This is an optimization exercise on Yosys and OpenROAD, whose aim is small area, a short achievable clock period and few clock cycles per item, not a production implementation.
RTL that was checked went through simulation tests only; none was proved equivalent to the original.
Only the layout flow was run in runs 6 and 7; the RTL was not checked for function there.
Power and IR drop assume default switching activity.

[flow/run.sh]
#!/bin/bash
# synth_recipe.tcl (not shown) runs the flow's synth.tcl, then flattens the netlist and writes it again
# the make line also repeats each setting of config.mk as NAME=value (left out here)
make -C /OpenROAD-flow-scripts/flow DESIGN_CONFIG=/design/flow/config.mk WORK_HOME=/design/flow/orfs CLKGATE_MAP_FILE= SYNTH_SCRIPT=/design/flow/synth_recipe.tcl finish
[flow/constraint.sdc]
create_clock -name core_clock -period 7.0 [get_ports {clk}]
set_input_delay 1.4000 -clock core_clock [delete_from_list [all_inputs] [get_ports {clk}]]
set_output_delay 1.4000 -clock core_clock [all_outputs]
set_load 0.01 [all_outputs]
[flow/design.v]
package conv_pkg;
    localparam int RES_DEPTH = 16;
    localparam logic [1:0] ADR_OPERAND = 2'd0;
    localparam logic [1:0] ADR_RESULT  = 2'd1;
    localparam logic [1:0] ADR_STATUS  = 2'd2;
    localparam logic [1:0] ADR_CLEAR   = 2'd3;
    typedef struct packed {
        logic signed [15:0] psum;
        logic signed [7:0]  fltr;
        logic signed [7:0]  ifmap;
    } operand_t;
endpackage
module conv_mac_cs
(
    input  logic [7:0]  f,
    input  logic [7:0]  x,
    input  logic [15:0] psum,
    output logic [15:0] row_a,
    output logic [15:0] row_b,
    output logic        cin
);
    logic pp0_0;
    logic pp0_1;
    logic pp0_2;
    logic pp0_3;
    logic pp0_4;
    logic pp0_5;
    logic pp0_6;
    logic pp0_7;
    logic pp1_0;
    logic pp1_1;
    logic pp1_2;
    logic pp1_3;
    logic pp1_4;
    logic pp1_5;
    logic pp1_6;
    logic pp1_7;
    logic pp2_0;
    logic pp2_1;
    logic pp2_2;
    logic pp2_3;
    logic pp2_4;
    logic pp2_5;
    logic pp2_6;
    logic pp2_7;
    logic pp3_0;
    logic pp3_1;
    logic pp3_2;
    logic pp3_3;
    logic pp3_4;
    logic pp3_5;
    logic pp3_6;
    logic pp3_7;
    logic pp4_0;
    logic pp4_1;
    logic pp4_2;
    logic pp4_3;
    logic pp4_4;
    logic pp4_5;
    logic pp4_6;
    logic pp4_7;
    logic pp5_0;
    logic pp5_1;
    logic pp5_2;
    logic pp5_3;
    logic pp5_4;
    logic pp5_5;
    logic pp5_6;
    logic pp5_7;
    logic pp6_0;
    logic pp6_1;
    logic pp6_2;
    logic pp6_3;
    logic pp6_4;
    logic pp6_5;
    logic pp6_6;
    logic pp6_7;
    logic pp7_0;
    logic pp7_1;
    logic pp7_2;
    logic pp7_3;
    logic pp7_4;
    logic pp7_5;
    logic pp7_6;
    logic pp7_7;
    logic s1;
    logic c2;
    logic s3;
    logic c4;
    logic s5;
    logic c6;
    logic s7;
    logic c8;
    logic s9;
    logic c10;
    logic s11;
    logic c12;
    logic s13;
    logic c14;
    logic s15;
    logic c16;
    logic s17;
    logic c18;
    logic s19;
    logic c20;
    logic s21;
    logic c22;
    logic s23;
    logic c24;
    logic s25;
    logic c26;
    logic s27;
    logic c28;
    logic s29;
    logic c30;
    logic s31;
    logic c32;
    logic s33;
    logic c34;
    logic s35;
    logic c36;
    logic s37;
    logic c38;
    logic s39;
    logic c40;
    logic s41;
    logic c42;
    logic s43;
    logic c44;
    logic s45;
    logic c46;
    logic s47;
    logic c48;
    logic s49;
    logic c50;
    logic s51;
    logic c52;
    logic s53;
    logic c54;
    logic s55;
    logic c56;
    logic s57;
    logic c58;
    logic s59;
    logic c60;
    logic s61;
    logic c62;
    logic s63;
    logic c64;
    logic s65;
    logic c66;
    logic s67;
    logic c68;
    logic s69;
    logic c70;
    logic s71;
    logic c72;
    logic s73;
    logic c74;
    logic s75;
    logic c76;
    logic s77;
    logic c78;
    logic s79;
    logic c80;
    logic s81;
    logic c82;
    logic s83;
    logic c84;
    logic s85;
    logic c86;
    logic s87;
    logic c88;
    logic s89;
    logic c90;
    logic s91;
    logic c92;
    logic s93;
    logic c94;
    logic s95;
    logic c96;
    logic s97;
    logic c98;
    logic s99;
    logic c100;
    logic s101;
    logic c102;
    logic s103;
    logic c104;
    logic s105;
    logic c106;
    logic s107;
    logic c108;
    logic s109;
    logic c110;
    logic s111;
    logic c112;
    logic s113;
    logic c114;
    logic s115;
    logic c116;
    logic s117;
    logic c118;
    logic s119;
    logic c120;
    logic s121;
    logic c122;
    assign pp0_0 = x[0] & f[0];
    assign pp0_1 = x[0] & f[1];
    assign pp0_2 = x[0] & f[2];
    assign pp0_3 = x[0] & f[3];
    assign pp0_4 = x[0] & f[4];
    assign pp0_5 = x[0] & f[5];
    assign pp0_6 = x[0] & f[6];
    assign pp0_7 = ~(x[0] & f[7]);
    assign pp1_0 = x[1] & f[0];
    assign pp1_1 = x[1] & f[1];
    assign pp1_2 = x[1] & f[2];
    assign pp1_3 = x[1] & f[3];
    assign pp1_4 = x[1] & f[4];
    assign pp1_5 = x[1] & f[5];
    assign pp1_6 = x[1] & f[6];
    assign pp1_7 = ~(x[1] & f[7]);
    assign pp2_0 = x[2] & f[0];
    assign pp2_1 = x[2] & f[1];
    assign pp2_2 = x[2] & f[2];
    assign pp2_3 = x[2] & f[3];
    assign pp2_4 = x[2] & f[4];
    assign pp2_5 = x[2] & f[5];
    assign pp2_6 = x[2] & f[6];
    assign pp2_7 = ~(x[2] & f[7]);
    assign pp3_0 = x[3] & f[0];
    assign pp3_1 = x[3] & f[1];
    assign pp3_2 = x[3] & f[2];
    assign pp3_3 = x[3] & f[3];
    assign pp3_4 = x[3] & f[4];
    assign pp3_5 = x[3] & f[5];
    assign pp3_6 = x[3] & f[6];
    assign pp3_7 = ~(x[3] & f[7]);
    assign pp4_0 = x[4] & f[0];
    assign pp4_1 = x[4] & f[1];
    assign pp4_2 = x[4] & f[2];
    assign pp4_3 = x[4] & f[3];
    assign pp4_4 = x[4] & f[4];
    assign pp4_5 = x[4] & f[5];
    assign pp4_6 = x[4] & f[6];
    assign pp4_7 = ~(x[4] & f[7]);
    assign pp5_0 = x[5] & f[0];
    assign pp5_1 = x[5] & f[1];
    assign pp5_2 = x[5] & f[2];
    assign pp5_3 = x[5] & f[3];
    assign pp5_4 = x[5] & f[4];
    assign pp5_5 = x[5] & f[5];
    assign pp5_6 = x[5] & f[6];
    assign pp5_7 = ~(x[5] & f[7]);
    assign pp6_0 = x[6] & f[0];
    assign pp6_1 = x[6] & f[1];
    assign pp6_2 = x[6] & f[2];
    assign pp6_3 = x[6] & f[3];
    assign pp6_4 = x[6] & f[4];
    assign pp6_5 = x[6] & f[5];
    assign pp6_6 = x[6] & f[6];
    assign pp6_7 = ~(x[6] & f[7]);
    assign pp7_0 = ~(x[7] & f[0]);
    assign pp7_1 = ~(x[7] & f[1]);
    assign pp7_2 = ~(x[7] & f[2]);
    assign pp7_3 = ~(x[7] & f[3]);
    assign pp7_4 = ~(x[7] & f[4]);
    assign pp7_5 = ~(x[7] & f[5]);
    assign pp7_6 = ~(x[7] & f[6]);
    assign pp7_7 = x[7] & f[7];
    conv_ha u_s1 (.a(psum[5]), .b(pp0_5), .s(s1), .co(c2));
    conv_fa u_s3 (.a(psum[6]), .b(pp0_6), .ci(pp1_5), .s(s3), .co(c4));
    conv_ha u_s5 (.a(pp2_4), .b(pp3_3), .s(s5), .co(c6));
    conv_fa u_s7 (.a(psum[7]), .b(pp0_7), .ci(pp1_6), .s(s7), .co(c8));
    conv_fa u_s9 (.a(pp2_5), .b(pp3_4), .ci(pp4_3), .s(s9), .co(c10));
    conv_ha u_s11 (.a(pp5_2), .b(pp6_1), .s(s11), .co(c12));
    conv_fa u_s13 (.a(1'b1), .b(psum[8]), .ci(pp1_7), .s(s13), .co(c14));
    conv_fa u_s15 (.a(pp2_6), .b(pp3_5), .ci(pp4_4), .s(s15), .co(c16));
    conv_fa u_s17 (.a(pp5_3), .b(pp6_2), .ci(pp7_1), .s(s17), .co(c18));
    conv_fa u_s19 (.a(psum[9]), .b(pp2_7), .ci(pp3_6), .s(s19), .co(c20));
    conv_fa u_s21 (.a(pp4_5), .b(pp5_4), .ci(pp6_3), .s(s21), .co(c22));
    conv_fa u_s23 (.a(psum[10]), .b(pp3_7), .ci(pp4_6), .s(s23), .co(c24));
    conv_ha u_s25 (.a(psum[3]), .b(pp0_3), .s(s25), .co(c26));
    conv_fa u_s27 (.a(psum[4]), .b(pp0_4), .ci(pp1_3), .s(s27), .co(c28));
    conv_ha u_s29 (.a(pp2_2), .b(pp3_1), .s(s29), .co(c30));
    conv_fa u_s31 (.a(pp1_4), .b(pp2_3), .ci(pp3_2), .s(s31), .co(c32));
    conv_fa u_s33 (.a(pp4_1), .b(pp5_0), .ci(s1), .s(s33), .co(c34));
    conv_fa u_s35 (.a(pp4_2), .b(pp5_1), .ci(pp6_0), .s(s35), .co(c36));
    conv_fa u_s37 (.a(c2), .b(s5), .ci(s3), .s(s37), .co(c38));
    conv_fa u_s39 (.a(pp7_0), .b(c6), .ci(s11), .s(s39), .co(c40));
    conv_fa u_s41 (.a(c4), .b(s7), .ci(s9), .s(s41), .co(c42));
    conv_fa u_s43 (.a(c12), .b(c8), .ci(c10), .s(s43), .co(c44));
    conv_fa u_s45 (.a(s13), .b(s15), .ci(s17), .s(s45), .co(c46));
    conv_fa u_s47 (.a(pp7_2), .b(c14), .ci(c16), .s(s47), .co(c48));
    conv_fa u_s49 (.a(c18), .b(s19), .ci(s21), .s(s49), .co(c50));
    conv_fa u_s51 (.a(pp5_5), .b(pp6_4), .ci(pp7_3), .s(s51), .co(c52));
    conv_fa u_s53 (.a(c20), .b(c22), .ci(s23), .s(s53), .co(c54));
    conv_fa u_s55 (.a(psum[11]), .b(pp4_7), .ci(pp5_6), .s(s55), .co(c56));
    conv_fa u_s57 (.a(pp6_5), .b(pp7_4), .ci(c24), .s(s57), .co(c58));
    conv_fa u_s59 (.a(psum[12]), .b(pp5_7), .ci(pp6_6), .s(s59), .co(c60));
    conv_ha u_s61 (.a(psum[2]), .b(pp0_2), .s(s61), .co(c62));
    conv_fa u_s63 (.a(pp1_2), .b(pp2_1), .ci(pp3_0), .s(s63), .co(c64));
    conv_fa u_s65 (.a(pp4_0), .b(c26), .ci(s29), .s(s65), .co(c66));
    conv_fa u_s67 (.a(c30), .b(c28), .ci(s31), .s(s67), .co(c68));
    conv_fa u_s69 (.a(c32), .b(s35), .ci(c34), .s(s69), .co(c70));
    conv_fa u_s71 (.a(c36), .b(s39), .ci(c38), .s(s71), .co(c72));
    conv_fa u_s73 (.a(c40), .b(c42), .ci(s43), .s(s73), .co(c74));
    conv_fa u_s75 (.a(c44), .b(s47), .ci(c46), .s(s75), .co(c76));
    conv_fa u_s77 (.a(s51), .b(c48), .ci(c50), .s(s77), .co(c78));
    conv_fa u_s79 (.a(c52), .b(s55), .ci(c54), .s(s79), .co(c80));
    conv_fa u_s81 (.a(pp7_5), .b(c56), .ci(s59), .s(s81), .co(c82));
    conv_fa u_s83 (.a(psum[13]), .b(pp6_7), .ci(pp7_6), .s(s83), .co(c84));
    conv_ha u_s85 (.a(psum[1]), .b(pp0_1), .s(s85), .co(c86));
    conv_fa u_s87 (.a(pp1_1), .b(pp2_0), .ci(s61), .s(s87), .co(c88));
    conv_fa u_s89 (.a(c62), .b(s25), .ci(s63), .s(s89), .co(c90));
    conv_fa u_s91 (.a(c64), .b(s27), .ci(s65), .s(s91), .co(c92));
    conv_fa u_s93 (.a(c66), .b(s33), .ci(s67), .s(s93), .co(c94));
    conv_fa u_s95 (.a(c68), .b(s37), .ci(s69), .s(s95), .co(c96));
    conv_fa u_s97 (.a(s41), .b(c70), .ci(s71), .s(s97), .co(c98));
    conv_fa u_s99 (.a(s45), .b(c72), .ci(s73), .s(s99), .co(c100));
    conv_fa u_s101 (.a(s49), .b(c74), .ci(s75), .s(s101), .co(c102));
    conv_fa u_s103 (.a(s53), .b(c76), .ci(s77), .s(s103), .co(c104));
    conv_fa u_s105 (.a(s57), .b(c78), .ci(s79), .s(s105), .co(c106));
    conv_fa u_s107 (.a(c58), .b(s81), .ci(c80), .s(s107), .co(c108));
    conv_fa u_s109 (.a(c60), .b(s83), .ci(c82), .s(s109), .co(c110));
    conv_fa u_s111 (.a(psum[14]), .b(pp7_7), .ci(c84), .s(s111), .co(c112));
    conv_ha u_s113 (.a(1'b1), .b(psum[15]), .s(s113), .co(c114));
    conv_ha u_s115 (.a(psum[0]), .b(pp0_0), .s(s115), .co(c116));
    conv_fa u_s117 (.a(pp1_0), .b(c116), .ci(s85), .s(s117), .co(c118));
    conv_fa u_s119 (.a(c86), .b(c118), .ci(s87), .s(s119), .co(c120));
    conv_fa u_s121 (.a(c88), .b(s89), .ci(c120), .s(s121), .co(c122));
    assign row_a = {c112, c110, c108, c106, c104, c102, c100, c98, c96, c94, c92, c90, s121, s119, s117, s115};
    assign row_b = {s113, s111, s109, s107, s105, s103, s101, s99, s97, s95, s93, s91, 1'b0, 1'b0, 1'b0, 1'b0};
    assign cin   = c122;
endmodule
module conv_add16
(
    input  logic [15:0] a,
    input  logic [15:0] b,
    input  logic        ci,
    output logic [15:0] s
);
    logic [15:0] g;
    logic [15:0] p;
    logic gc;
    logic gg1;
    logic pp1;
    logic gg2;
    logic pp2;
    logic gg3;
    logic pp3;
    logic gg4;
    logic pp4;
    logic gg5;
    logic pp5;
    logic gg6;
    logic pp6;
    logic gg7;
    logic pp7;
    logic gg8;
    logic pp8;
    logic gg9;
    logic pp9;
    logic gg10;
    logic pp10;
    logic gg11;
    logic pp11;
    logic gg12;
    logic pp12;
    logic gg13;
    logic pp13;
    logic gg14;
    logic pp14;
    logic gg15;
    logic pp15;
    logic gg16;
    logic pp16;
    logic gg17;
    logic pp17;
    logic gg18;
    logic pp18;
    assign g = a & b;
    assign p = a ^ b;
    assign gc = g[4] | (p[4] & ci);
    assign gg1 = g[5] | (p[5] & gc);
    assign pp1 = p[5] & p[4];
    assign gg2 = g[7] | (p[7] & g[6]);
    assign pp2 = p[7] & p[6];
    assign gg3 = g[9] | (p[9] & g[8]);
    assign pp3 = p[9] & p[8];
    assign gg4 = g[11] | (p[11] & g[10]);
    assign pp4 = p[11] & p[10];
    assign gg5 = g[13] | (p[13] & g[12]);
    assign pp5 = p[13] & p[12];
    assign gg6 = g[15] | (p[15] & g[14]);
    assign pp6 = p[15] & p[14];
    assign gg7 = gg2 | (pp2 & gg1);
    assign pp7 = pp2 & pp1;
    assign gg8 = gg4 | (pp4 & gg3);
    assign pp8 = pp4 & pp3;
    assign gg9 = gg6 | (pp6 & gg5);
    assign pp9 = pp6 & pp5;
    assign gg10 = gg8 | (pp8 & gg7);
    assign pp10 = pp8 & pp7;
    assign gg11 = gg9 | (pp9 & gg10);
    assign pp11 = pp9 & pp10;
    assign gg12 = gg3 | (pp3 & gg7);
    assign pp12 = pp3 & pp7;
    assign gg13 = gg5 | (pp5 & gg10);
    assign pp13 = pp5 & pp10;
    assign gg14 = g[6] | (p[6] & gg1);
    assign pp14 = p[6] & pp1;
    assign gg15 = g[8] | (p[8] & gg7);
    assign pp15 = p[8] & pp7;
    assign gg16 = g[10] | (p[10] & gg12);
    assign pp16 = p[10] & pp12;
    assign gg17 = g[12] | (p[12] & gg10);
    assign pp17 = p[12] & pp10;
    assign gg18 = g[14] | (p[14] & gg13);
    assign pp18 = p[14] & pp13;
    assign s[3:0] = a[3:0];
    assign s[15:4] = p[15:4] ^ {gg18, gg13, gg17, gg10, gg16, gg12, gg15, gg7, gg14, gg1, gc, ci};
endmodule
module conv_fa
(
    input  logic a,
    input  logic b,
    input  logic ci,
    output logic s,
    output logic co
);
    assign s  = a ^ b ^ ci;
    assign co = (a & b) | (a & ci) | (b & ci);
endmodule
module conv_ha
(
    input  logic a,
    input  logic b,
    output logic s,
    output logic co
);
    assign s  = a ^ b;
    assign co = a & b;
endmodule
module conv_rd_bit #(
    parameter bit HAS_ST = 1'b0
)
(
    input  logic [1:0] adr,
    input  logic       res,
    input  logic       st,
    output logic       dat
);
    if (HAS_ST) begin : g_st
        assign dat = (adr[0] && !adr[1] && res) || (adr[1] && !adr[0] && st);
    end else begin : g_res
        assign dat = adr[0] && !adr[1] && res;
    end
endmodule
module conv_pick #(
    parameter int N = 15
)
(
    input  logic [N-1:0] sel,
    input  logic [N-1:0] d,
    output logic         q
);
    assign q = |(sel & d);
endmodule
module conv_acc
(
    input  logic        clk,
    input  logic        arst_n,
    input  logic        wb_cyc,
    input  logic        wb_stb,
    input  logic        wb_we,
    input  logic [1:0]  wb_adr,
    input  logic [31:0] wb_dat_i,
    output logic        wb_ack,
    output logic [31:0] wb_dat_o
);
    localparam int DEPTH = conv_pkg::RES_DEPTH - 1;
    logic               req;
    logic               wr_operand;
    logic               rd_result;
    logic               wr_clear;
    logic               accept;
    logic               pop;
    logic               full;
    conv_pkg::operand_t op;
    logic [15:0]        cs_a;
    logic [15:0]        cs_b;
    logic               cs_c;
    logic               stage_v;
    logic [15:0]        st_a;
    logic [15:0]        st_b;
    logic               st_c;
    logic [15:0]        mac;
    logic               head_v;
    logic [15:0]        head;
    logic [15:0]        mem [DEPTH];
    logic [4:0]         nrsel;
    logic [4:0]         rsel;
    logic               more;
    logic               shift;
    logic               take;
    logic               head_en;
    logic [DEPTH-1:0]   pick;
    logic [15:0]        oldest;
    logic [15:0]        head_d;
    logic               overflow;
    logic               underflow;
    logic               busy;
    logic [3:0]         status;
    assign req        = wb_cyc && wb_stb;
    assign wb_ack     = req;
    assign wr_operand = req &&  wb_we && !wb_adr[1] && !wb_adr[0];
    assign rd_result  = req && !wb_we && !wb_adr[1] &&  wb_adr[0];
    assign wr_clear   = req &&  wb_we &&  wb_adr[1] &&  wb_adr[0];
    assign rsel   = ~nrsel;
    assign more   = !rsel[4];
    assign full   = head_v && ((rsel == 5'd14) || (stage_v && (rsel == 5'd13)));
    assign accept = wr_operand && !full;
    assign pop    = rd_result && head_v;
    assign shift   = stage_v && head_v && (more || !pop);
    assign take    = pop && more;
    assign head_en = pop || (stage_v && !head_v);
    always_ff @(posedge clk or negedge arst_n) begin
        if (!arst_n) begin
            stage_v   <= 1'b0;
            head_v    <= 1'b0;
            nrsel     <= '0;
            overflow  <= 1'b0;
            underflow <= 1'b0;
        end else begin
            stage_v <= accept;
            if (pop && !more && !stage_v) begin
                head_v <= 1'b0;
            end else if (stage_v) begin
                head_v <= 1'b1;
            end
            case ({shift, take})
                2'b10:   nrsel <= nrsel - 1'b1;
                2'b01:   nrsel <= nrsel + 1'b1;
                default: nrsel <= nrsel;
            endcase
            if (wr_clear) begin
                overflow  <= 1'b0;
                underflow <= 1'b0;
            end else begin
                if (wr_operand && full)   overflow  <= 1'b1;
                if (rd_result && !head_v) underflow <= 1'b1;
            end
        end
    end
    assign op = conv_pkg::operand_t'(wb_dat_i);
    conv_mac_cs u_mac (
        .f     (op.fltr),
        .x     (op.ifmap),
        .psum  (op.psum),
        .row_a (cs_a),
        .row_b (cs_b),
        .cin   (cs_c)
    );
    always_ff @(posedge clk) begin
        st_a <= cs_a;
        st_b <= cs_b;
        st_c <= cs_c;
    end
    conv_add16 u_add (
        .a  (st_a),
        .b  (st_b),
        .ci (st_c),
        .s  (mac)
    );
    always_comb begin
        for (int i = 0; i < DEPTH; i++) begin
            pick[i] = (rsel[3:0] == i);
        end
    end
    for (genvar b = 0; b < 16; b++) begin : g_pick
        logic [DEPTH-1:0] col;
        for (genvar i = 0; i < DEPTH; i++) begin : g_col
            assign col[i] = mem[i][b];
        end
        conv_pick #(.N(DEPTH)) u_pick (
            .sel (pick),
            .d   (col),
            .q   (oldest[b])
        );
    end
    assign head_d = more ? oldest : (stage_v ? mac : 16'd0);
    always_ff @(posedge clk or negedge arst_n) begin
        if (!arst_n) begin
            head <= '0;
        end else if (head_en) begin
            head <= head_d;
        end
    end
    always_ff @(posedge clk) begin
        if (shift) begin
            mem[0] <= mac;
            for (int i = 1; i < DEPTH; i++) begin
                mem[i] <= mem[i-1];
            end
        end
    end
    assign busy   = head_v || stage_v;
    assign status = {busy, !busy, underflow, overflow};
    for (genvar b = 0; b < 16; b++) begin : g_rd
        conv_rd_bit #(.HAS_ST(b < 4)) u_rd (
            .adr    (wb_adr),
            .res    (head[b]),
            .st     ((b < 4) ? status[b % 4] : 1'b0),
            .dat    (wb_dat_o[b])
        );
    end
    assign wb_dat_o[31:16] = '0;
endmodule
[flow/config.mk]
export PLATFORM = sky130hd
export DESIGN_NAME = conv_acc
export DESIGN_NICKNAME = conv_acc
export VERILOG_FILES = /design/flow/design.v
export SDC_FILE = /design/flow/constraint.sdc
export NUM_CORES = 4
export LEC_CHECK = 0
export CAP_MARGIN = 20
export CORE_MARGIN = 2
export CORE_UTILIZATION = 70
export CTS_BUF_LIST = sky130_fd_sc_hd__clkbuf_16
export CTS_CLUSTER_DIAMETER = 120
export CTS_CLUSTER_SIZE = 30
export PLACE_DENSITY = 0.75
export SETUP_SLACK_MARGIN = 3.8
export SLEW_MARGIN = 20
export SYNTH_HIERARCHICAL = 1
export TNS_END_PERCENT = 100
==> results of run 1 <==
## sequential cells by signal, summed over array words and instances (netlist names)
| register | cells |
|---|---|
| mem | 240 |
| stage_v | 1 |
| head | 16 |
| st_c | 1 |
| head_v | 1 |
| st_a | 16 |
| underflow | 1 |
| st_b | 12 |
| nrsel | 5 |
| overflow | 1 |
## repair_timing
item	4_1_cts	5_1_grt
pin swaps	16	9
gates resized for setup	198	13
gates cloned	4	0
setup buffers	1	1
endpoints found under the setup margin	298	24
## through the flow
stage	setup WS, ps	area, um2	hold slack (ps)	cells
2_1_floorplan	1265	13160	425.2	841
3_3_place_gp	2311	13650	419.1	1070
3_5_place_dp	2203	13650	413.4	1070
4_1_cts	3703	14030	439.7	1096
5_1_grt	3669	14070	451.4	1097
6_report	3708	14070	442.9	1097
## worst paths after layout
kind | cells after the start | from | slack (ps) | end
setup / recovery | 4 | wb_adr[0] | 3710 | wb_dat_o[1]
hold / removal | 0 | st_a[3]$_DFF_P_ | 440 | mem[0][3]$_DFFE_PP_
setup reg to reg | 7 | nrsel[3]$_DFFE_PN0P_ | 3880 | head[1]$_DFFE_PN0P_
hold reg to reg | 0 | st_a[3]$_DFF_P_ | 440 | mem[0][3]$_DFFE_PP_
max in group asynchronous | 2 | arst_n | 5440 | head[11]$_DFFE_PN0P_
min in group asynchronous | 2 | arst_n | 1290 | head[4]$_DFFE_PN0P_
## power groups by stage
stage	clock network [mW]	registers, mW	logic (mW)
floorplan	0	2.18	1.03
global placement	0	2.26	1.26
detailed placement	0	2.27	1.31
CTS	0.856	2.23	1.31
global route	0.917	2.25	1.46
finish	0.850	2.24	1.34
## worst max-delay path, stage by stage
cell and delay [ps]:
buf_16 120, nand3b_1 160, o21ai_2 70, buf_2 140
## final cells by class
cell class,count,area (um2)
clock inverter,8,35.03
tap,229,286.5
sequential,294,8413
timing repair buffer,64,606.8
multi-input combinational,467,4324
fill,1014,4013
clock buffer,13,325.3
inverter,22,82.58
## metal layers
layer  vias to the layer above  part of all wire, %
met3                        56                  9.5
met4                         0                  2.3
met1                      3704                   40
met5                         -                    0
met2                       407                   48
li1                       3178                    -
## cell usage in the layout, fill, tap and decap left out, drive strengths merged, types with 6 or more instances in the layout
| cell | n |
|---|---|
| a21oi | 21 |
| a221oi | 16 |
| a222oi | 16 |
| a22o | 16 |
| a22oi | 80 |
| and2 | 51 |
| and3 | 16 |
| and3b | 12 |
| buf | 41 |
| clkbuf | 17 |
| clkdlybuf4s50 | 12 |
| conb | 18 |
| dfrtp | 25 |
| dfxtp | 29 |
| dlygate4sd2 | 7 |
| edfxtp | 240 |
| fa | 60 |
| ha | 21 |
| inv | 29 |
| nand2 | 29 |
| nand2b | 8 |
| nand4 | 16 |
| nor2 | 33 |
| nor3 | 6 |
| o21ai | 11 |
==> impl_metrics.json, run 1 <==
{
  "maxCapViolations": 0,
  "tightest_slew_ps": 1238,
  "syn_inst": 825,
  "ys.warnings.count": 8,
  "tns_ps": 0,
  "cp_data_required_time_ps": 5600,
  "finalPower_mw": 4.427,
  "clock-sinks": 294,
  "track_usage_pct": 28.91,
  "critical_path_arrival_ps": 1890,
  "worstSetupStartpointType": "input port",
  "period_share_pct": 47.03,
  "drt_iter0_markers": 995,
  "p_sw_mw": 1.471,
  "critical_path_class": "input port to output port",
  "grt_pass1_vias": 7458,
  "cts_tree": "built",
  "setup_violations": 0,
  "seq_power_share_pct": 50.5,
  "diodes": 0,
  "comb_power_share_pct": 30.3,
  "met2_usage_pct": 47.99,
  "initial_utilization_pct": 71.59,
  "cts_buffer_depth": 3,
  "avgSynthCellArea_um2": 15.69,
  "rsz0062_at_grt": "true",
  "maxSlewHeadroom_pct": 17.35,
  "grt.met1_usage_pct": 40.96,
  "port_buffers": 55,
  "hold_violations": 0,
  "area_growth_pct": 8.697,
  "ant_nets": 0,
  "postRouteWirelength_um": 28120,
  "gp_congestion": 0.8846,
  "dpl.hpwl_um": 17140,
  "status": "finished clean",
  "grt-ovfl-total": 0,
  "top_usage_layer": "met2",
  "internal_power_mw": 2.956,
  "p_leak_nw": 4.909,
  "power_density_mw_per_mm2": 314.6,
  "drive_gt1_share_pct": 16.47,
  "row_count": 49,
  "htreeDepth": 1,
  "hold_buffers": 0,
  "min_path_type": "register to register",
  "clock_latency_ps": 490,
  "cts_made_buffers": 13,
  "die_area_mm2": 0.01960,
  "period_needed_ps": 3292,
  "final_util_pct": 77.81,
  "clk_pin_slew_ps": 110,
  "peakVddDrop_uv": 211.9,
  "slew_viol_final": 0,
  "met3_usage_pct": 5.470,
  "grt_antenna_before_repair": 0,
  "swShare_pct": 33.24,
  "cp_max_fo": 6,
  "wl_per_cell_um": 25.64,
  "drt_first_pass_iters": 5,
  "finClkSkew_ps": 11.67,
  "vias_per_cell": 6.696,
  "cts_root_buf": "clkbuf_16",
  "clock.fmax_mhz": 303.7,
  "die_x_um": 140,
  "pin_count": 72,
  "grt_pass1_wl_um": 42640,
  "die_y_um": 140,
  "syn_area_mm2": 0.01295,
  "grt_max_degree": 152,
  "core_mm2": 0.01809,
  "num_vias": 7345,
  "p_clk_share_pct": 19.2,
  "crit_path_end_kind": "output port",
  "final_nets": 982,
  "drc": 0
}
Testbench counts, summed over its fixed seeds: cycles 9,600, items 3,200.
==> run 2: changes to the inputs <==
--- a/flow/config.mk
+++ b/flow/config.mk
@@ -12,6 +12,5 @@
 export CTS_CLUSTER_DIAMETER = 120
 export CTS_CLUSTER_SIZE = 30
-export PLACE_DENSITY = 0.75
-export SETUP_SLACK_MARGIN = 3.8
+export SETUP_SLACK_MARGIN = 3.72
 export SLEW_MARGIN = 20
 export SYNTH_HIERARCHICAL = 1
==> impl_metrics.json, run 2 <==
{
  "core_mm2": 0.01809,
  "peakVddDrop_uv": 245.9,
  "setup_violations": 0,
  "track_usage_pct": 28.57,
  "grt_max_degree": 100,
  "final_nets": 982,
  "grt_pass1_vias": 7669,
  "dp_cells": 1072,
  "cp_data_required_time_ps": 5600,
  "p_leak_nw": 4.925,
  "p_clk_share_pct": 19.0,
  "dpl.hpwl_um": 17550,
  "avgSynthCellArea_um2": 15.69,
  "drt_first_pass_iters": 6,
  "critPathSlowestCell": "nand3b_1",
  "slew_viol_final": 0,
  "die_y_um": 140,
  "grt_pass1_wl_um": 42400,
  "final_util_pct": 77.92,
  "grt_antenna_before_repair": 0,
  "syn_area_mm2": 0.01295,
  "clock_latency_ps": 490,
  "cts_buffer_depth": 3,
  "htreeDepth": 1,
  "row_count": 49,
  "critical_path.cell_chain": "buf_16 > nand3b_1 > o21ai_2 > buf_2",
  "postRouteWirelength_um": 27680,
  "cts_tree": "built",
  "drc": 0,
  "num_vias": 7370,
  "critical_path_class": "input port to output port",
  "grt-ovfl-total": 0,
  "diodes": 0,
  "cts_made_buffers": 13,
  "fillCellCount": 1031,
  "crit_path_end_kind": "output port",
  "final_common_cell": "edfxtp_1",
  "tns_ps": 0,
  "syn_inst": 825,
  "clock.fmax_mhz": 303.6,
  "ant_nets": 0,
  "postLayoutCellArea_mm2": 0.01409,
  "initial_utilization_pct": 71.59,
  "wl_per_cell_um": 25.23,
  "regMostFlops": "mem",
  "pin_count": 72,
  "hold-worst-slack_ps": 440.4,
  "die_x_um": 140,
  "vias_per_cell": 6.718,
  "period_share_pct": 47.06,
  "critPathBufInv": 2,
  "drt_iter0_markers": 849,
  "clk_pin_slew_ps": 100,
  "final_cell_mix": "edfxtp_1 (240), a22oi_1 (80), and2_1 (44), fa_1 (37), buf_2 (32)",
  "cp_max_fo": 6,
  "power_density_mw_per_mm2": 312.1,
  "clock-sinks": 294,
  "ys.warnings.count": 8,
  "fin_cells": 1097,
  "area_growth_pct": 8.852,
  "critical_path_arrival_ps": 1890,
  "p_sw_mw": 1.443,
  "dpl-instance-area_mm2": 0.01367,
  "period_needed_ps": 3294,
  "maxCapViolations": 0,
  "status": "finished clean",
  "comb_power_share_pct": 30.4,
  "largest_reg_flops": 240,
  "critPathTopFamily": "buffers and inverters",
  "seq_power_share_pct": 50.7,
  "drive_gt1_share_pct": 16.47,
  "finClkSkew_ps": 16.90,
  "cts_setup_buffers": 0,
  "hold_buffers": 0,
  "rsz0062_at_grt": "true",
  "gp_congestion": 0.8906,
  "tightest_slew_ps": 1205,
  "maxSlewHeadroom_pct": 19.59,
  "cts_root_buf": "clkbuf_16",
  "min_path_type": "register to register",
  "port_buffers": 55,
  "internal_power_mw": 2.956,
  "swShare_pct": 32.80,
  "reg_top3": "mem x240, head x16, st_a x16",
  "max_stage_delay_ps": 170,
  "die_area_mm2": 0.01960,
  "hold_violations": 0,
  "worstSetupStartpointType": "input port"
}
## run 2: per-stage QoR
stage               total power, mW  setup slack, ps
detailed placement            3.567             2198
global route                  4.624             3676
floorplan                     3.202             1265
finish                        4.398             3706
global placement              3.511             2311
CTS                           4.375             3649
## run 2: worst paths after layout
kind	start	end	slack, ps	cells past startpoint
setup / recovery	wb_adr[0]	wb_dat_o[3]	3710	4
min in group asynchronous	arst_n	nrsel[2]$_DFFE_PN0P_	1270	2
setup reg to reg	nrsel[1]$_DFFE_PN0P_	head[7]$_DFFE_PN0P_	3910	7
hold / removal	st_a[0]$_DFF_P_	mem[0][0]$_DFFE_PP_	440	0
max in group asynchronous	arst_n	head[7]$_DFFE_PN0P_	5440	2
hold reg to reg	st_a[0]$_DFF_P_	mem[0][0]$_DFFE_PP_	440	0
## run 2: layer usage
metal	GRT usage (%)	wire length, um	vias to the layer above
li1	-	-	3185
met4	9.676	913	0
met2	46.18	13210	444
met5	0	0	-
met3	5.641	2712	66
met1	40.01	10840	3675
## run 2: power groups by stage
| stage | Sequential [mW] | Combinational (mW) | Clock [mW] |
|---|---|---|---|
| 6_report | 2.23 | 1.34 | 0.834 |
| 5_1_grt | 2.25 | 1.47 | 0.902 |
| 4_1_cts | 2.23 | 1.30 | 0.846 |
| 3_5_place_dp | 2.27 | 1.30 | 0 |
| 3_3_place_gp | 2.26 | 1.25 | 0 |
| 2_1_floorplan | 2.18 | 1.03 | 0 |
## run 2: cell type report
cell class                 instances  area, um2  share of cell area (%)
inverter                          22      82.58                  0.5859
tap                              229      286.5                   2.033
clock inverter                     8      35.03                  0.2486
timing repair buffer              64      600.6                   4.261
clock buffer                      13      325.3                   2.308
multi-input combinational        467       4350                   30.87
sequential                       294       8413                   59.69
## run 2: repair_timing
action / CTS / global route
resized for setup: 179 / 14
gates cloned: 3 / 1
pin swaps: 9 / 4
setup endpoints to repair: 281 / 14
## run 2: worst reg2reg max path, stage by stage, from the launching register on
cell and delay [ps]:
dfrtp_1 720, nand2_1 320, nor2_2 970, a222oi_1 280
and3_1 210, nand4_1 140, a22oi_1 130, a21oi_1 230
==> run 3: changes to the inputs <==
--- a/flow/config.mk
+++ b/flow/config.mk
@@ -12,5 +12,5 @@
 export CTS_CLUSTER_DIAMETER = 120
 export CTS_CLUSTER_SIZE = 30
-export SETUP_SLACK_MARGIN = 3.72
+export SETUP_SLACK_MARGIN = 3.8
 export SLEW_MARGIN = 20
 export SYNTH_HIERARCHICAL = 1
==> impl_metrics.json, run 3 <==
{
  "status": "finished clean",
  "clock_latency_ps": 490,
  "drt_iter0_markers": 995,
  "finClkSkew_ps": 11.67,
  "row_count": 49,
  "crit_path_end_kind": "output port",
  "drc": 0,
  "period_needed_ps": 3292,
  "max_stage_delay_ps": 160,
  "avgSynthCellArea_um2": 15.69,
  "worst-r2r-setup-slack_ps": 3880,
  "diodes": 0,
  "syn_inst": 825,
  "r2r_start": "nrsel[3]$_DFFE_PN0P_",
  "cp_max_fo": 6,
  "tightest_slew_ps": 1238,
  "core_mm2": 0.01809,
  "ys.warnings.count": 8,
  "cts_tree": "built",
  "reg_top3": "mem x240, head x16, st_a x16",
  "grt-ovfl-total": 0,
  "fillCellCount": 1014,
  "hold-worst-slack_ps": 442.9,
  "pin_count": 72,
  "die_x_um": 140,
  "largest_reg_flops": 240,
  "cp-endpoint": "wb_dat_o[1]",
  "num_vias": 7345,
  "die_y_um": 140,
  "slew_viol_final": 0,
  "worstSetupStartpointType": "input port",
  "final_common_cell": "edfxtp_1",
  "maxSlewHeadroom_pct": 17.35,
  "clk_pin_slew_ps": 110,
  "grt_pass1_vias": 7458,
  "p_leak_nw": 4.909,
  "critPathSlowestCell": "nand3b_1",
  "grt_antenna_before_repair": 0,
  "die_area_mm2": 0.01960,
  "tns_ps": 0,
  "period_share_pct": 47.03,
  "grt_max_degree": 152,
  "grt_pass1_wl_um": 42640,
  "power_density_mw_per_mm2": 314.6,
  "critical_path.cell_chain": "buf_16 > nand3b_1 > o21ai_2 > buf_2",
  "crit_start": "wb_adr[0]",
  "htreeDepth": 1,
  "area_growth_pct": 8.697,
  "port_buffers": 55,
  "cts_root_buf": "clkbuf_16",
  "drt_first_pass_iters": 5,
  "regMostFlops": "mem",
  "critical_path_arrival_ps": 1890,
  "timing.rr.end": "head[1]$_DFFE_PN0P_",
  "drive_gt1_share_pct": 16.47,
  "maxCapViolations": 0,
  "final_nets": 982,
  "critical_path_class": "input port to output port",
  "wl_per_cell_um": 25.64,
  "cts_made_buffers": 13,
  "rsz0062_at_grt": "true",
  "initial_utilization_pct": 71.59,
  "final_cell_mix": "edfxtp_1 (240), a22oi_1 (80), and2_1 (39), fa_1 (36), dfxtp_1 (29)",
  "hold_violations": 0,
  "reg2regPathDepth": 7,
  "setup_violations": 0,
  "min_path_type": "register to register",
  "cp_data_required_time_ps": 5600,
  "cts_buffer_depth": 3,
  "dpl.hpwl_um": 17140,
  "vias_per_cell": 6.696,
  "gp_congestion": 0.8846,
  "track_usage_pct": 28.91,
  "ant_nets": 0,
  "postRouteWirelength_um": 28120,
  "peakVddDrop_uv": 211.9,
  "clock-sinks": 294,
  "clock.fmax_mhz": 303.7,
  "syn_area_mm2": 0.01295
}
run 3: metal layers:
metal | vias to the layer above | GRT usage (%) | share of wire [%]
met5 | - | 0 | 0
met4 | 0 | 6.539 | 2.3
met3 | 56 | 5.470 | 9.5
met2 | 407 | 47.99 | 48
met1 | 3704 | 40.96 | 40
li1 | 3178 | - | -
run 3: area by class of cell:
class                   instances  area, um2  area share [%]
repair buffers                 64      606.8           4.312
well taps                     229      286.5           2.036
inverters                      22      82.58          0.5868
flip-flops and latches        294       8413           59.78
clock buffers                  13      325.3           2.312
clock inverters                 8      35.03          0.2489
multi-input cells             467       4324           30.73
run 3: how the worst min path moves through the flow:
stage	start	endpoint	slack [ps]	cells past startpoint
finish	st_a[3]$_DFF_P_	mem[0][3]$_DFFE_PP_	440	0
global route	st_a[3]$_DFF_P_	mem[0][3]$_DFFE_PP_	450	0
CTS	st_a[3]$_DFF_P_	mem[0][3]$_DFFE_PP_	440	0
detailed placement	st_a[3]$_DFF_P_	mem[0][3]$_DFFE_PP_	410	0
global placement	st_a[2]$_DFF_P_	mem[0][2]$_DFFE_PP_	420	0
floorplan	mem[5][0]$_DFFE_PP_	mem[6][0]$_DFFE_PP_	430	0
run 3: worst max-delay path: cells and delay by family:
family | cells | cell delay [ps]
simple gates | 1 | 160
buf+inv | 2 | 260
compound gates | 1 | 70
run 3: report_power, final:
part / switching, mW / internal, mW
Clock: 0.504 / 0.346
Sequential: 0.168 / 2.07
Combinational: 0.799 / 0.543
Total: 1.47 / 2.96
run 3: repair_timing:
action | CTS | global route
setup endpoints to repair | 298 | 24
hold buffers | 0 | 0
buffers inserted | 1 | 1
pin swaps | 16 | 9
gates resized for setup | 198 | 13
gates cloned | 4 | 0
run 3: stage by stage:
stage | std cells | power (mW) | setup WS [ps] | util [%] | area [um2]
4_1_cts | 1096 | 4.402 | 3703 | 77.59 | 14030
3_3_place_gp | 1070 | 3.519 | 2311 | 75.47 | 13650
3_5_place_dp | 1070 | 3.586 | 2203 | 75.47 | 13650
5_1_grt | 1097 | 4.633 | 3669 | 77.81 | 14070
2_1_floorplan | 841 | 3.204 | 1265 | - | 13160
6_report | 1097 | 4.427 | 3708 | 77.81 | 14070
==> run 4: changes to the inputs <==
--- a/flow/config.mk
+++ b/flow/config.mk
@@ -15,3 +15,3 @@
 export SLEW_MARGIN = 20
 export SYNTH_HIERARCHICAL = 1
-export TNS_END_PERCENT = 100
+export TNS_END_PERCENT = 20
==> impl_metrics.json, run 4 <==
{
  "status": "finished clean",
  "power_density_mw_per_mm2": 313.5,
  "grt-ovfl-total": 0,
  "finalPower_mw": 4.420,
  "grt_max_degree": 61,
  "grt_antenna_before_repair": 0,
  "wl_per_cell_um": 25.09,
  "multi_input_area_mm2": 0.004272,
  "row_count": 49,
  "finClkSkew_ps": 25.26,
  "dpl-instance-area_mm2": 0.01361,
  "tightest_slew_ps": 1200,
  "critical_path.cell_chain": "clkdlybuf4s15_2 > and2_4 > buf_2",
  "port_buffers": 55,
  "p_leak_nw": 4.966,
  "area_growth_pct": 8.900,
  "dr_wl_met3_um": 2482,
  "critical_path_class": "input port to output port",
  "seqCellArea_mm2": 0.008413,
  "r2r_start": "nrsel[3]$_DFFE_PN0P_",
  "largest_reg_flops": 240,
  "track_usage_pct": 28.14,
  "period_needed_ps": 3305,
  "htreeDepth": 1,
  "diodes": 0,
  "num_vias": 7309,
  "setup_violations": 0,
  "pin_count": 72,
  "maxSlewHeadroom_pct": 19.94,
  "drive_gt1_share_pct": 14.84,
  "vias_per_cell": 6.657,
  "slew_viol_final": 0,
  "critPathSlowestCell": "clkdlybuf4s15_2",
  "postLayoutCellArea_mm2": 0.01410,
  "initial_utilization_pct": 71.59,
  "cts_root_buf": "clkbuf_16",
  "final_cell_mix": "edfxtp_1 (240), a22oi_1 (80), fa_1 (47), and2_1 (41), dfxtp_1 (29)",
  "clock.fmax_mhz": 302.5,
  "hold-worst-slack_ps": 457.5,
  "timing.rr.end": "head[1]$_DFFE_PN0P_",
  "fin_cells": 1098,
  "dpl.hpwl_um": 17220,
  "highest_layer": "met4",
  "crit_path_end_kind": "output port",
  "holdCritStartpoint": "mem[7][13]$_DFFE_PP_",
  "clock_latency_ps": 500,
  "crit_start": "wb_cyc",
  "drt_iter0_markers": 809,
  "dr_wl_met2_um": 13400,
  "postRouteWirelength_um": 27550,
  "cts_buffer_depth": 3,
  "drt_first_pass_iters": 5,
  "avgSynthCellArea_um2": 15.69,
  "hold_buffers": 0,
  "tns_ps": 0,
  "drc": 0,
  "regMostFlops": "mem",
  "min_path_type": "register to register",
  "cp_data_required_time_ps": 5600,
  "final_common_cell": "edfxtp_1",
  "core_mm2": 0.01809,
  "clock-sinks": 294,
  "grt_pass1_vias": 7507,
  "reg2regPathDepth": 7,
  "ant_nets": 0,
  "period_share_pct": 47.22,
  "peakVddDrop_uv": 210.8,
  "critical_path_arrival_ps": 1910,
  "dp_cells": 1072,
  "die_y_um": 140,
  "hold_end": "mem[8][13]$_DFFE_PP_",
  "worst-r2r-setup-slack_ps": 3900,
  "syn_area_mm2": 0.01295,
  "max_stage_delay_ps": 210,
  "maxCapViolations": 0,
  "worstSetupStartpointType": "input port",
  "wl_met1_um": 10890,
  "final_nets": 982,
  "rsz0062_at_grt": "true",
  "gp_congestion": 0.8966,
  "ys.warnings.count": 8,
  "reg_top3": "mem x240, head x16, st_a x16",
  "cts_made_buffers": 13,
  "fillCellCount": 993,
  "clk_pin_slew_ps": 110,
  "hold_violations": 0,
  "cp_max_fo": 3,
  "holdPathStages": 0,
  "die_area_mm2": 0.01960,
  "die_x_um": 140,
  "cts_tree": "built",
  "syn_inst": 825,
  "grt_pass1_wl_um": 41830
}
==> run 4: cell type report <==
cell class              count  share of cell area, %
repair buffers             64                  4.801
clock buffers              13                  2.307
inverters                  22                 0.5857
flip-flops and latches    294                  59.67
clock inverters             9                 0.3106
well taps                 229                  2.032
multi-input cells         467                  30.30
==> run 4: what timing repair did <==
item	in CTS	in global routing
gates cloned	2	0
hold endpoints to repair	0	0
buffers inserted	0	2
pin swaps	5	19
resized for setup	168	68
setup endpoints to repair	295	32
==> run 4: stage by stage <==
stage          setup slack, ps  utilization (%)
6_report                  3695            77.96
5_1_grt                   3666            77.96
4_1_cts                   3686            77.44
3_5_place_dp              2053            75.25
3_3_place_gp              2226            75.25
2_1_floorplan             1265                -
==> run 4: routing by layer <==
layer  global-route usage, %  vias up
met4                   8.612        0
met3                   4.684       63
met2                   47.01      406
li1                        -     3188
met1                   39.00     3652
met5                       0        -
==> run 4: worst max path at each step <==
stage,endpoint,slack (ps),depth (start not counted)
after global routing,wb_dat_o[8],3670,3
after detailed placement,nrsel[4]$_DFFE_PN0P_,2050,12
final,wb_ack,3690,3
after CTS,st_b[9]$_DFF_P_,3690,6
after floorplan,mem[0][0]$_DFFE_PP_,1270,4
after global placement,nrsel[4]$_DFFE_PN0P_,2230,12
==> run 4: power breakdown <==
| part | total (mW) | leakage, nW | internal (mW) | switching [mW] |
|---|---|---|---|---|
| logic | 1.33 | 2.07 | 0.533 | 0.795 |
| registers | 2.23 | 2.69 | 2.07 | 0.167 |
| clock network | 0.858 | 0.206 | 0.349 | 0.509 |
| total | 4.42 | 4.97 | 2.95 | 1.47 |
==> run 4: critical path: cells and delay by family <==
kind	cells	cell delay, ps
buffers and inverters	2	340
AND/OR/NAND/NOR	1	170
==> run 5: changes to the inputs <==
==> flow/flow/run.sh (new file) <==
#!/bin/bash
# The standard layout, with plain buffers (resized later as timing needs)
# on the ports instead of the delay cells port buffering picks by default.
set -e
cat >> config.mk <<'EOC'
export BUFFER_PORTS_ARGS = -buffer_cell sky130_fd_sc_hd__buf_1
EOC
bash standard.sh > standard.log 2>&1
==> flow/standard.sh (new file) <==
#!/bin/bash
# synth_recipe.tcl (not shown) runs the flow's synth.tcl, then flattens the netlist and writes it again
# the make line also repeats each setting of config.mk as NAME=value (left out here)
make -C /OpenROAD-flow-scripts/flow DESIGN_CONFIG=/design/flow/config.mk WORK_HOME=/design/flow/orfs CLKGATE_MAP_FILE= SYNTH_SCRIPT=/design/flow/synth_recipe.tcl "${@:-finish}"
--- a/flow/config.mk
+++ b/flow/config.mk
@@ -15,3 +15,4 @@
 export SLEW_MARGIN = 20
 export SYNTH_HIERARCHICAL = 1
-export TNS_END_PERCENT = 20
+export TNS_END_PERCENT = 100
+export BUFFER_PORTS_ARGS = -buffer_cell sky130_fd_sc_hd__buf_1
removed: flow/run.sh
==> impl_metrics.json, run 5 <==
{
  "status": "finished clean",
  "critPathTopFamily": "buffers and inverters",
  "area_growth_pct": 8.649,
  "final_nets": 986,
  "clock-sinks": 294,
  "max_stage_delay_ps": 230,
  "worst-r2r-setup-slack_ps": 4010,
  "tns_ps": 0,
  "clk_pin_slew_ps": 100,
  "crit_path_end_kind": "output port",
  "cts_buffer_depth": 3,
  "gp_congestion": 0.8728,
  "syn_inst": 825,
  "syn_area_mm2": 0.01295,
  "timing.rr.end": "head[4]$_DFFE_PN0P_",
  "finClkSkew_ps": 10.30,
  "dpl.hpwl_um": 17510,
  "critical_path.cell_chain": "buf_16 > and3b_1 > buf_2",
  "row_count": 49,
  "hold_violations": 0,
  "cts_root_buf": "clkbuf_16",
  "vias_per_cell": 6.689,
  "dp_cells": 1071,
  "comb_power_share_pct": 30.7,
  "avgSynthCellArea_um2": 15.69,
  "critPathBufInv": 2,
  "final_util_pct": 77.78,
  "setup_violations": 0,
  "initial_utilization_pct": 71.59,
  "period_needed_ps": 3297,
  "clock.fmax_mhz": 303.3,
  "postLayoutCellArea_mm2": 0.01407,
  "hold-worst-slack_ps": 456.8,
  "diodes": 0,
  "power_density_mw_per_mm2": 313.5,
  "swShare_pct": 32.95,
  "cts_made_buffers": 13,
  "holdPathStages": 0,
  "dpl-instance-area_mm2": 0.01333,
  "reg_top3": "mem x240, head x16, st_a x16",
  "drc": 0,
  "core_mm2": 0.01809,
  "cp_data_required_time_ps": 5600,
  "hold_end": "mem[14][7]$_DFFE_PP_",
  "port_buffers": 55,
  "grt_pass1_vias": 7603,
  "ant_nets": 0,
  "p_clk_share_pct": 18.7,
  "period_share_pct": 47.10,
  "peakVddDrop_uv": 233.3,
  "critical_path_arrival_ps": 1900,
  "holdCritStartpoint": "mem[13][7]$_DFFE_PP_",
  "slew_viol_final": 0,
  "critPathSlowestCell": "and3b_1",
  "grt_max_degree": 105,
  "htreeDepth": 1,
  "rsz0062_at_grt": "true",
  "min_path_type": "register to register",
  "grt-ovfl-total": 0,
  "cp_max_fo": 6,
  "clock_latency_ps": 480,
  "fillCellCount": 1027,
  "path_depth": 3,
  "layout_setup_ws_ps": 3703,
  "grt_pass1_wl_um": 43220,
  "grt_antenna_before_repair": 0,
  "finalPower_mw": 4.410,
  "num_vias": 7345,
  "ys.warnings.count": 8,
  "final_common_cell": "edfxtp_1",
  "track_usage_pct": 29.09,
  "p_leak_nw": 4.873,
  "fin_cells": 1098,
  "die_x_um": 140,
  "wl_per_cell_um": 25.56,
  "tightest_slew_ps": 1175,
  "drt_iter0_markers": 690,
  "pin_count": 72,
  "maxSlewHeadroom_pct": 21.57,
  "drt_first_pass_iters": 7,
  "worstSetupStartpointType": "input port",
  "maxCapViolations": 0,
  "r2r_start": "nrsel[0]$_DFFE_PN0P_",
  "p_sw_mw": 1.453,
  "place_ws_ps": 2385,
  "cts_tree": "built",
  "regMostFlops": "mem",
  "drive_gt1_share_pct": 16.92,
  "internal_power_mw": 2.957,
  "postRouteWirelength_um": 28070,
  "seq_power_share_pct": 50.6,
  "largest_reg_flops": 240,
  "final_cell_mix": "edfxtp_1 (240), a22oi_1 (80), and2_1 (41), fa_1 (39), dfxtp_1 (29)",
  "reg2regPathDepth": 8,
  "die_area_mm2": 0.01960,
  "critical_path_class": "input port to output port",
  "die_y_um": 140
}
## run 5: worst reg2reg max path, stage by stage, from the launching register on
cell	delay, ps
dfrtp_1	610
inv_1	240
nand2_1	230
nor2_2	940
a22oi_1	140
and3_1	230
nand4_1	170
a22oi_1	160
a21oi_1	200
## run 5: layout make-up
class | instances | area [um2] | share of cell area [%]
Sequential cell | 294 | 8413 | 59.81
Multi-Input combinational cell | 467 | 4353 | 30.94
Timing Repair Buffer | 68 | 583.1 | 4.145
Clock buffer | 13 | 325.3 | 2.313
Tap cell | 229 | 286.5 | 2.037
Inverter | 22 | 82.58 | 0.5870
Clock inverter | 5 | 23.77 | 0.1690
## run 5: per-layer routing
layer	wire length, um	track usage [%]	vias up	part of all wire [%]
met4	622	7.815	0	2.2
met5	0	0	-	0
met2	13780	48.64	430	49
met1	10900	40.93	3677	39
met3	2765	4.650	48	9.9
li1	-	-	3190	-
## run 5: timing repair
action,4_1_cts,5_1_grt
setup endpoints to repair,272,24
pin swaps,5,13
gates resized for setup,68,34
hold buffers,0,0
setup buffers,0,5
gates cloned,4,0
## run 5: power by group through the flow
stage	clock network (mW)	logic [mW]	registers, mW
after global routing	0.896	1.48	2.25
after global placement	0	1.23	2.26
final	0.826	1.35	2.23
after detailed placement	0	1.28	2.27
after floorplan	0	1.03	2.18
after CTS	0.841	1.31	2.23
## run 5: how the worst max path moves through the flow
stage          startpoint                    to  slack, ps
3_5_place_dp    wb_adr[1]  nrsel[4]$_DFFE_PN0P_       2390
3_3_place_gp    wb_adr[1]  nrsel[4]$_DFFE_PN0P_       2650
6_report        wb_adr[1]          wb_dat_o[11]       3700
5_1_grt         wb_adr[0]           wb_dat_o[3]       3650
2_1_floorplan   wb_adr[1]   mem[0][0]$_DFFE_PP_       1270
4_1_cts         wb_adr[0]           wb_dat_o[3]       3710
==> run 6: changes to the inputs <==
--- a/flow/design.v
+++ b/flow/design.v
@@ -526,5 +526,5 @@
     assign shift   = stage_v && head_v && (more || !pop);
     assign take    = pop && more;
-    assign head_en = pop || (stage_v && !head_v);
+    assign head_en = pop || !head_v;
     always_ff @(posedge clk or negedge arst_n) begin
         if (!arst_n) begin
@@ -592,8 +592,6 @@
     end
     assign head_d = more ? oldest : (stage_v ? mac : 16'd0);
-    always_ff @(posedge clk or negedge arst_n) begin
-        if (!arst_n) begin
-            head <= '0;
-        end else if (head_en) begin
+    always_ff @(posedge clk) begin
+        if (head_en) begin
             head <= head_d;
         end
==> flow/run.sh (new file) <==
#!/bin/bash
# synth_recipe.tcl (not shown) runs the flow's synth.tcl, then flattens the netlist and writes it again
# the make line also repeats each setting of config.mk as NAME=value (left out here)
make -C /OpenROAD-flow-scripts/flow DESIGN_CONFIG=/design/flow/config.mk WORK_HOME=/design/flow/orfs CLKGATE_MAP_FILE= SYNTH_SCRIPT=/design/flow/synth_recipe.tcl finish
--- a/flow/config.mk
+++ b/flow/config.mk
@@ -16,3 +16,2 @@
 export SYNTH_HIERARCHICAL = 1
 export TNS_END_PERCENT = 100
-export BUFFER_PORTS_ARGS = -buffer_cell sky130_fd_sc_hd__buf_1
removed: flow/flow/run.sh
removed: flow/standard.sh
==> impl_metrics.json, run 6 <==
{
  "track_usage_pct": 30.12,
  "avgSynthCellArea_um2": 16.31,
  "cts_made_buffers": 13,
  "gp_congestion": 0.8255,
  "postRouteWirelength_um": 29310,
  "slew_viol_final": 0,
  "critical_path_arrival_ps": 2060,
  "drt_first_pass_iters": 5,
  "period_share_pct": 49.38,
  "ys.warnings.count": 8,
  "dpl-instance-area_mm2": 0.01357,
  "wl_per_cell_um": 27.37,
  "critPathSlowestCell": "nand3b_1",
  "tns_ps": 0,
  "grt-ovfl-total": 0,
  "critical_path_class": "input port to output port",
  "maxCapViolations": 0,
  "cp_max_fo": 6,
  "drive_gt1_share_pct": 18.31,
  "hold-worst-slack_ps": 458.8,
  "final_common_cell": "edfxtp_1",
  "die_area_mm2": 0.01944,
  "grt_pass1_wl_um": 44150,
  "min_path_type": "register to register",
  "vias_per_cell": 6.942,
  "finalPower_mw": 4.320,
  "ant_nets": 0,
  "die_y_um": 139.4,
  "drt_iter0_markers": 1035,
  "critical_path.cell_chain": "buf_12 > buf_12 > nand3b_1 > o21ai_2 > buf_2",
  "area_growth_pct": 10.20,
  "drc": 0,
  "syn_inst": 787,
  "syn_area_mm2": 0.01284,
  "tightest_slew_ps": 1253,
  "final_cell_mix": "edfxtp_1 (256), a22oi_1 (64), and2_1 (41), fa_1 (35), a22o_1 (32)",
  "clock.fmax_mhz": 289.3,
  "period_needed_ps": 3457,
  "grt_pass1_vias": 7590,
  "worstSetupStartpointType": "input port",
  "row_count": 49,
  "reg_top3": "mem x240, head x16, st_a x16",
  "htreeDepth": 1,
  "cp_data_required_time_ps": 5600,
  "p_leak_nw": 4.889,
  "max_stage_delay_ps": 170,
  "clock_latency_ps": 490,
  "hold_violations": 0,
  "setup_violations": 0,
  "dpl.hpwl_um": 17830,
  "grt_antenna_before_repair": 0,
  "status": "finished clean",
  "clk_pin_slew_ps": 110,
  "pin_count": 72,
  "postLayoutCellArea_mm2": 0.01415,
  "peakVddDrop_uv": 313.2,
  "largest_reg_flops": 240,
  "hold_buffers": 0,
  "finClkSkew_ps": 16.98,
  "final_nets": 958,
  "power_density_mw_per_mm2": 305.3,
  "port_buffers": 55,
  "crit_path_end_kind": "output port",
  "maxSlewHeadroom_pct": 16.36,
  "clock-sinks": 294,
  "rsz0062_at_grt": "true",
  "die_x_um": 139.4,
  "cts_tree": "built",
  "core_mm2": 0.01796,
  "cts_buffer_depth": 3,
  "grt_max_degree": 108,
  "regMostFlops": "mem",
  "crit_top_cell": "buf_12",
  "num_vias": 7435,
  "initial_utilization_pct": 71.48,
  "cts_root_buf": "clkbuf_16"
}
[run 6: worst paths after layout]
| kind | startpoint | end | slack [ps] | depth (start not counted) |
|---|---|---|---|---|
| max in group asynchronous | arst_n | nrsel[4]$_DFFE_PN0P_ | 5470 | 1 |
| hold / removal | mem[11][11]$_DFFE_PP_ | mem[12][11]$_DFFE_PP_ | 460 | 0 |
| setup / recovery | wb_adr[0] | wb_dat_o[1] | 3540 | 5 |
| min in group asynchronous | arst_n | underflow$_DFFE_PN0P_ | 1210 | 1 |
| hold reg to reg | mem[11][11]$_DFFE_PP_ | mem[12][11]$_DFFE_PP_ | 460 | 0 |
| setup reg to reg | nrsel[2]$_DFFE_PN0P_ | head[10]$_DFFE_PP_ | 3990 | 6 |
[run 6: metal layers]
metal | share of wire [%] | GRT usage, %
met3 | 12 | 5.850
met5 | 0 | 0
met4 | 3.4 | 10.63
met2 | 50 | 49.95
met1 | 35 | 40.75
[run 6: power breakdown]
part	internal (mW)	total, mW	switching (mW)
clock	0.343	0.834	0.491
combinational	0.539	1.29	0.750
sequential	2.06	2.20	0.136
total	2.94	4.32	1.38
[run 6: worst max-delay path: cells and delay by family]
family	cells	cell delay, ps
compound gates	1	80
simple gates	1	170
buf+inv	3	400
[run 6: area by class of cell]
cell class / count / area [um2]
Antenna cell: 1 / 2.502
Clock buffer: 13 / 325.3
Clock inverter: 5 / 23.77
Fill cell: 971 / 3814
Inverter: 21 / 78.83
Multi-Input combinational cell: 433 / 4204
Sequential cell: 294 / 8494
Tap cell: 229 / 286.5
Timing Repair Buffer: 75 / 734.5
[run 6: per-stage QoR]
stage               setup WS [ps]  std cells  utilization [%]
finish                       3543       1071            78.77
global route                 3518       1070            78.76
CTS                          3552       1063            77.82
detailed placement           2148       1037            75.55
global placement             2221       1037            75.55
floorplan                    3074        803                -
[run 6: what timing repair did]
action,in CTS,in global routing
pin swaps,15,10
gates resized for setup,195,25
cloned,4,1
buffers inserted,4,4
endpoints found under the setup margin,280,22
==> run 7: changes to the inputs <==
--- a/flow/config.mk
+++ b/flow/config.mk
@@ -8,5 +8,5 @@
 export CAP_MARGIN = 20
 export CORE_MARGIN = 2
-export CORE_UTILIZATION = 70
+export CORE_UTILIZATION = 60
 export CTS_BUF_LIST = sky130_fd_sc_hd__clkbuf_16
 export CTS_CLUSTER_DIAMETER = 120
==> impl_metrics.json, run 7 <==
{
  "die_y_um": 150.3,
  "final_common_cell": "edfxtp_1",
  "clock_latency_ps": 490,
  "peakVddDrop_uv": 152.0,
  "grt_max_degree": 241,
  "seqCellArea_mm2": 0.008493,
  "crit_path_end_kind": "output port",
  "ys.warnings.count": 8,
  "gp_congestion": 0.8452,
  "final_nets": 963,
  "grt_pass1_vias": 7410,
  "row_count": 53,
  "vias_per_cell": 6.439,
  "htreeDepth": 1,
  "clock-sinks": 294,
  "core_mm2": 0.02102,
  "final_util_pct": 67.89,
  "port_buffers": 55,
  "maxSlewHeadroom_pct": 19.02,
  "num_vias": 7231,
  "regMostFlops": "mem",
  "min_path_type": "register to register",
  "finClkSkew_ps": 23.85,
  "period_needed_ps": 3462,
  "final_cell_mix": "edfxtp_1 (256), a22oi_1 (64), and2_1 (40), fa_1 (37), a22o_1 (32)",
  "drt_iter0_markers": 815,
  "area_growth_pct": 11.15,
  "hold-worst-slack_ps": 447.3,
  "syn_area_mm2": 0.01284,
  "die_area_mm2": 0.02259,
  "setup_violations": 0,
  "clk_pin_slew_ps": 120,
  "p_leak_nw": 4.940,
  "rsz0062_at_grt": "true",
  "fillCellCount": 1420,
  "tightest_slew_ps": 1213,
  "grt_pass1_wl_um": 42210,
  "largest_reg_flops": 240,
  "postRouteWirelength_um": 28180,
  "dp_cells": 1086,
  "reg_top3": "mem x240, head x16, st_a x16",
  "slew_viol_final": 0,
  "die_x_um": 150.3,
  "cts_buffer_depth": 3,
  "worstSetupStartpointType": "input port",
  "hold_violations": 0,
  "track_usage_pct": 25.22,
  "critical_path_arrival_ps": 2060,
  "tns_ps": 0,
  "power_density_mw_per_mm2": 302.2,
  "critical_path_class": "input port to output port",
  "drive_gt1_share_pct": 18.16,
  "dpl-instance-area_mm2": 0.01368,
  "postLayoutCellArea_mm2": 0.01427,
  "wl_per_cell_um": 25.09,
  "dpl.hpwl_um": 17470,
  "grt-ovfl-total": 0,
  "fin_cells": 1123,
  "initial_utilization_pct": 61.08,
  "avgSynthCellArea_um2": 16.31,
  "multi_input_area_mm2": 0.004179,
  "drc": 0,
  "maxCapViolations": 0,
  "cp_max_fo": 7,
  "drt_first_pass_iters": 7,
  "period_share_pct": 49.46,
  "cts_root_buf": "clkbuf_16",
  "pin_count": 72,
  "ant_nets": 0,
  "grt_antenna_before_repair": 1,
  "cts_tree": "built",
  "diodes": 0,
  "cp_data_required_time_ps": 5600,
  "status": "finished clean",
  "clock.fmax_mhz": 288.9,
  "syn_inst": 787,
  "cts_made_buffers": 13
}
## run 7: power breakdown
group	internal [mW]	total, mW	switching, mW
sequential	2.06	2.19	0.134
clock	0.345	0.842	0.497
combinational	0.553	1.28	0.724
## run 7: what timing repair did
item	in CTS	in global routing
setup endpoints to repair	282	161
resized for setup	190	29
endpoints found under the hold margin	0	0
gates cloned	4	1
hold buffers	0	0
pin swaps	13	9
buffers inserted	5	6
## run 7: cell type report
type	count	area share (%)
repair buffers	81	5.725
multi-input cells	432	29.28
clock inverters	7	0.2192
inverters	21	0.5699
flip-flops and latches	294	59.51
well taps	275	2.411
clock buffers	13	2.279
## run 7: path summary, 6_finish.rpt
path                                               to                  start  slack, ps  cells past startpoint
worst min register to register  mem[12][10]$_DFFE_PP_  mem[11][10]$_DFFE_PP_        450                      0
worst min-delay path            mem[12][10]$_DFFE_PP_  mem[11][10]$_DFFE_PP_        450                      0
min in group asynchronous        nrsel[1]$_DFFE_PN0P_                 arst_n       1200                      1
max in group asynchronous           stage_v$_DFF_PN0_                 arst_n       5500                      1
worst max-delay path                      wb_dat_o[0]              wb_adr[1]       3540                      6
worst max register to register   nrsel[4]$_DFFE_PN0P_   nrsel[4]$_DFFE_PN0P_       3890                      8
## run 7: worst max-delay path: stages
cell      delay [ps]
buf_12           110
buf_8            130
buf_12           120
nand3b_1          90
o21ai_2           60
buf_2            130
## run 7: per-stage QoR
| stage | worst slack (ps) | power (mW) |
|---|---|---|
| 2_1_floorplan | 3074 | 3.130 |
| 3_3_place_gp | 2173 | 3.427 |
| 3_5_place_dp | 2047 | 3.482 |
| 4_1_cts | 3544 | 4.317 |
| 5_1_grt | 3526 | 4.551 |
| 6_report | 3538 | 4.313 |
## run 7: layer usage
| metal | vias to the layer above | track usage [%] | part of all wire [%] |
|---|---|---|---|
| li1 | 3105 | - | - |
| met1 | 3662 | 34.81 | 39 |
| met2 | 396 | 41.27 | 48 |
| met3 | 66 | 4.576 | 9.5 |
| met4 | 2 | 8.066 | 2.9 |
| met5 | - | 0 | 0.046 |

## static timing again, ports no longer ideal
Ports are ideal in the flow. The routed layouts listed here were re-timed in OpenROAD.
Step 1: set_driving_cell puts a clkbuf_16 on clk and a buf_2 on each other input, an assumption about the parent block.
Step 2 times the ports against the registers' clock, not the clock port: input delays grow and output delays shrink by t, the midpoint of the rising clock arrivals with the driver on.
Three values: ideal ports, drivers, drivers and shift; two values: the first two.
run	t (ns)	setup WS [ns]	clock arrival spread, ns	pins driven straight from the clock port
run 1	0.529	3.708 / 3.487 / 3.223	0.016 / 0.016	1
run 2	0.522	3.706 / 3.501 / 3.170	0.017 / 0.017	1
run 3	0.529	3.708 / 3.487 / 3.223	0.016 / 0.016	1
run 4	0.535	3.695 / 3.490 / 3.229	0.025 / 0.026	1
run 5	0.518	3.703 / 3.457 / 3.066	0.011 / 0.011	1
run 6	0.521	3.543 / 3.488 / 3.293	0.017 / 0.018	1
run 7	0.522	3.538 / 3.410 / 3.259	0.027 / 0.028	1
After both steps every run listed still meets setup and hold. For run 5, which loses most, drivers alone change the setup slack by -0.246 ns; drivers and shift together by -0.637 ns.
